This is an optimization exercise on Yosys and OpenROAD, whose aim is small area, not a production implementation. Where RTL was checked, it was by simulation tests only, not by an equivalence proof against the original.

== old ==
==> module fma_tzc, before the edit <==
module fma_tzc (
    input  logic [fma_pkg::PM_W-1:0] y,
    output logic [5:0]               count
);
    always_comb begin
        count = 6'(fma_pkg::PM_W);
        for (int i = fma_pkg::PM_W - 1; i >= 0; i--) begin
            if (y[i]) begin
                count = 6'(i);
            end
        end
    end
endmodule
==> module fma_add56, before the edit <==
module fma_add56 (
    input  logic [55:0] x,
    input  logic [55:0] y,
    input  logic         ci,
    output logic [55:0] s
);
    localparam int W = 56;
    localparam int L = 6;
    logic [W-1:0] g [L+1];
    logic [W-1:0] p [L+1];
    logic [W-1:0] hp;
    assign hp      = x ^ y;
    assign g[0][0] = (x[0] & y[0]) | (hp[0] & ci);
    assign p[0][0] = 1'b0;
    assign g[0][W-1:1] = x[W-1:1] & y[W-1:1];
    assign p[0][W-1:1] = hp[W-1:1];
    for (genvar l = 0; l < L; l++) begin : g_lvl
        for (genvar i = 0; i < W; i++) begin : g_bit
            if (((i >> l) & 1) == 1) begin : g_node
                localparam int J = ((i >> l) << l) - 1;
                assign g[l+1][i] = g[l][i] | (p[l][i] & g[l][J]);
                assign p[l+1][i] = p[l][i] & p[l][J];
            end else begin : g_pass
                assign g[l+1][i] = g[l][i];
                assign p[l+1][i] = p[l][i];
            end
        end
    end
    assign s = hp ^ {g[L][W-2:0], ci};
endmodule
==> module fma_inc55, before the edit <==
module fma_inc55 (
    input  logic [54:0] x,
    input  logic         ci,
    output logic [54:0] s,
    output logic         co
);
    localparam int W = 55;
    localparam int L = 6;
    logic [W-1:0] p [L+1];
    assign p[0] = x;
    for (genvar l = 0; l < L; l++) begin : g_lvl
        for (genvar i = 0; i < W; i++) begin : g_bit
            if (((i >> l) & 1) == 1) begin : g_node
                localparam int J = ((i >> l) << l) - 1;
                assign p[l+1][i] = p[l][i] & p[l][J];
            end else begin : g_pass
                assign p[l+1][i] = p[l][i];
            end
        end
    end
    assign s  = x ^ ({p[L][W-2:0], 1'b1} & {W{ci}});
    assign co = ci & p[L][W-1];
endmodule
==> module fma_inc52, before the edit <==
module fma_inc52 (
    input  logic [51:0] x,
    input  logic         ci,
    output logic [51:0] s,
    output logic         co
);
    localparam int W = 52;
    localparam int L = 6;
    logic [W-1:0] p [L+1];
    assign p[0] = x;
    for (genvar l = 0; l < L; l++) begin : g_lvl
        for (genvar i = 0; i < W; i++) begin : g_bit
            if (((i >> l) & 1) == 1) begin : g_node
                localparam int J = ((i >> l) << l) - 1;
                assign p[l+1][i] = p[l][i] & p[l][J];
            end else begin : g_pass
                assign p[l+1][i] = p[l][i];
            end
        end
    end
    assign s  = x ^ ({p[L][W-2:0], 1'b1} & {W{ci}});
    assign co = ci & p[L][W-1];
endmodule
==> module fma_align, before the edit <==
module fma_align (
    input  logic [fma_pkg::PM_W-1:0]     pm,
    input  logic                         ps,
    input  logic [fma_pkg::FRAC_W-1:0]   cf,
    input  logic                         sc,
    input  logic                         pe_lt,
    input  logic [5:0]                   d,
    input  logic                         big,
    output logic [fma_pkg::ALIGN_W-1:0]  s1,
    output logic                         sx
);
    logic [fma_pkg::PM_W-1:0]  cm;
    logic [fma_pkg::PM_W-1:0]  x;
    logic [fma_pkg::PM_W-1:0]  y;
    logic                      sy;
    logic [fma_pkg::PM_W-1:0]  sh [7];
    logic [5:0]                tz;
    logic                      st;
    logic                      sub;
    logic [fma_pkg::ALIGN_W-1:0] b_op;
    logic                      cin;
    assign cm = {2'b01, cf};
    assign x  = pe_lt ? cm : pm;
    assign y  = pe_lt ? pm : cm;
    assign sx = pe_lt ? sc : ps;
    assign sy = pe_lt ? ps : sc;
    assign sh[0] = y;
    for (genvar k = 0; k < 6; k++) begin : g_sh
        assign sh[k+1] = d[k] ? (sh[k] >> (1 << k)) : sh[k];
    end
    fma_tzc i_tzc (
        .y     (y),
        .count (tz)
    );
    assign st = big | (tz < d);
    assign sub  = sx ^ sy;
    assign b_op = {2'b00, (big ? '0 : sh[6])} ^ {fma_pkg::ALIGN_W{sub}};
    assign cin  = sub ^ (st & sy);
    fma_add56 i_add (
        .x  ({2'b00, x}),
        .y  (b_op),
        .ci (cin),
        .s  (s1)
    );
endmodule
clock: 7.5 ns
lec_check: 0
cap_margin: 20
core_margin: 2
core_utilization: 40
setup_slack_margin: 0.2
slew_margin: 20
synth_hierarchical: 1
synth_minimum_keep_size: 0
run.sh (not shown) runs the stock make flow with config.mk's settings and CLKGATE_MAP_FILE= SYNTH_SCRIPT=/design/flow/synth_recipe.tcl, a recipe that flattens the netlist after the stock synthesis.
Inputs modified between old and new:
--- a/flow/design.v
+++ b/flow/design.v
@@ -38,33 +38,20 @@
             if (mag[i]) begin
                 count = fma_pkg::LZC_W'(fma_pkg::MAG_W - 1 - i);
             end
         end
     end
 endmodule
-module fma_tzc (
-    input  logic [fma_pkg::PM_W-1:0] y,
-    output logic [5:0]               count
-);
-    always_comb begin
-        count = 6'(fma_pkg::PM_W);
-        for (int i = fma_pkg::PM_W - 1; i >= 0; i--) begin
-            if (y[i]) begin
-                count = 6'(i);
-            end
-        end
-    end
-endmodule
 module fma_add56 (
     input  logic [55:0] x,
     input  logic [55:0] y,
     input  logic         ci,
     output logic [55:0] s
 );
     localparam int W = 56;
-    localparam int L = 6;
+    localparam int L = $clog2(W);
     logic [W-1:0] g [L+1];
     logic [W-1:0] p [L+1];
     logic [W-1:0] hp;
     assign hp      = x ^ y;
     assign g[0][0] = (x[0] & y[0]) | (hp[0] & ci);
     assign p[0][0] = 1'b0;
@@ -88,13 +75,13 @@
     input  logic [54:0] x,
     input  logic         ci,
     output logic [54:0] s,
     output logic         co
 );
     localparam int W = 55;
-    localparam int L = 6;
+    localparam int L = $clog2(W);
     logic [W-1:0] p [L+1];
     assign p[0] = x;
     for (genvar l = 0; l < L; l++) begin : g_lvl
         for (genvar i = 0; i < W; i++) begin : g_bit
             if (((i >> l) & 1) == 1) begin : g_node
                 localparam int J = ((i >> l) << l) - 1;
@@ -111,13 +98,13 @@
     input  logic [51:0] x,
     input  logic         ci,
     output logic [51:0] s,
     output logic         co
 );
     localparam int W = 52;
-    localparam int L = 6;
+    localparam int L = $clog2(W);
     logic [W-1:0] p [L+1];
     assign p[0] = x;
     for (genvar l = 0; l < L; l++) begin : g_lvl
         for (genvar i = 0; i < W; i++) begin : g_bit
             if (((i >> l) & 1) == 1) begin : g_node
                 localparam int J = ((i >> l) << l) - 1;
@@ -9068,34 +9055,30 @@
 );
     logic [fma_pkg::PM_W-1:0]  cm;
     logic [fma_pkg::PM_W-1:0]  x;
     logic [fma_pkg::PM_W-1:0]  y;
     logic                      sy;
     logic [fma_pkg::PM_W-1:0]  sh [7];
-    logic [5:0]                tz;
-    logic                      st;
+    logic [6:0]                st;
     logic                      sub;
     logic [fma_pkg::ALIGN_W-1:0] b_op;
     logic                      cin;
     assign cm = {2'b01, cf};
     assign x  = pe_lt ? cm : pm;
     assign y  = pe_lt ? pm : cm;
     assign sx = pe_lt ? sc : ps;
     assign sy = pe_lt ? ps : sc;
     assign sh[0] = y;
+    assign st[0] = 1'b0;
     for (genvar k = 0; k < 6; k++) begin : g_sh
         assign sh[k+1] = d[k] ? (sh[k] >> (1 << k)) : sh[k];
+        assign st[k+1] = st[k] | (d[k] & (|sh[k][(1 << k)-1:0]));
     end
-    fma_tzc i_tzc (
-        .y     (y),
-        .count (tz)
-    );
-    assign st = big | (tz < d);
     assign sub  = sx ^ sy;
     assign b_op = {2'b00, (big ? '0 : sh[6])} ^ {fma_pkg::ALIGN_W{sub}};
-    assign cin  = sub ^ (st & sy);
+    assign cin  = sub ^ ((big | st[6]) & sy);
     fma_add56 i_add (
         .x  ({2'b00, x}),
         .y  (b_op),
         .ci (cin),
         .s  (s1)
     );
==> comparison <==
- Any difference in post-layout instance count excluding filler cells between old and new is small enough to ignore.
- Summary of new over old: sequential standard cell area now sits at about the same level, layout overhead on the synthesized area now sits higher.
- Compared new against old; required time of the worst setup path within noise.
- Side by side, worst relative slew slack turned out higher in new than in old.
- [compare] base=old new=new: post-layout utilization of the core saw an increase; worst-case setup margin in the final layout now sits lower.
- Changes observed in new relative to old: global-route usage up 1.3 points; die area moved down.
- The largest fanout of any net on the critical path of new falls short of that of old by 5.
- Tapcell count came out lower on new than on old.
For new, only the layout was checked, not whether the RTL still works.

-- afterwards: timing with drivers on the ports --
Ports are ideal in the flow. The routed layouts listed here were re-timed in OpenROAD. Step 1: set_driving_cell puts a clkbuf_16 on clk and a buf_2 on each other input, an assumption about the parent block. Step 2 moves the port delays by t, midway between the first and last clock arrival at a register: inputs arrive t later, outputs are due t later. That takes back most of the time a late clock gives input paths. a / b / c = ideal / step 1 / step 2; a / b = the first two.
| run | shift t [ns] | setup WS [ns] | worst setup path at the end | worst slew at a driven data input, ns |
|---|---|---|---|---|
| old | 0.812 | 0.346 / 0.346 / -0.361 | input to register | 0.12 |
| new | 0.801 | 0.317 / 0.317 / -0.409 | input to register | 0.06 |
With both steps, setup timing fails in old and new, where it was met with ideal ports. The setup slack of new, which loses most, moves by 0.000 ns with the drivers and by -0.726 ns with both steps.
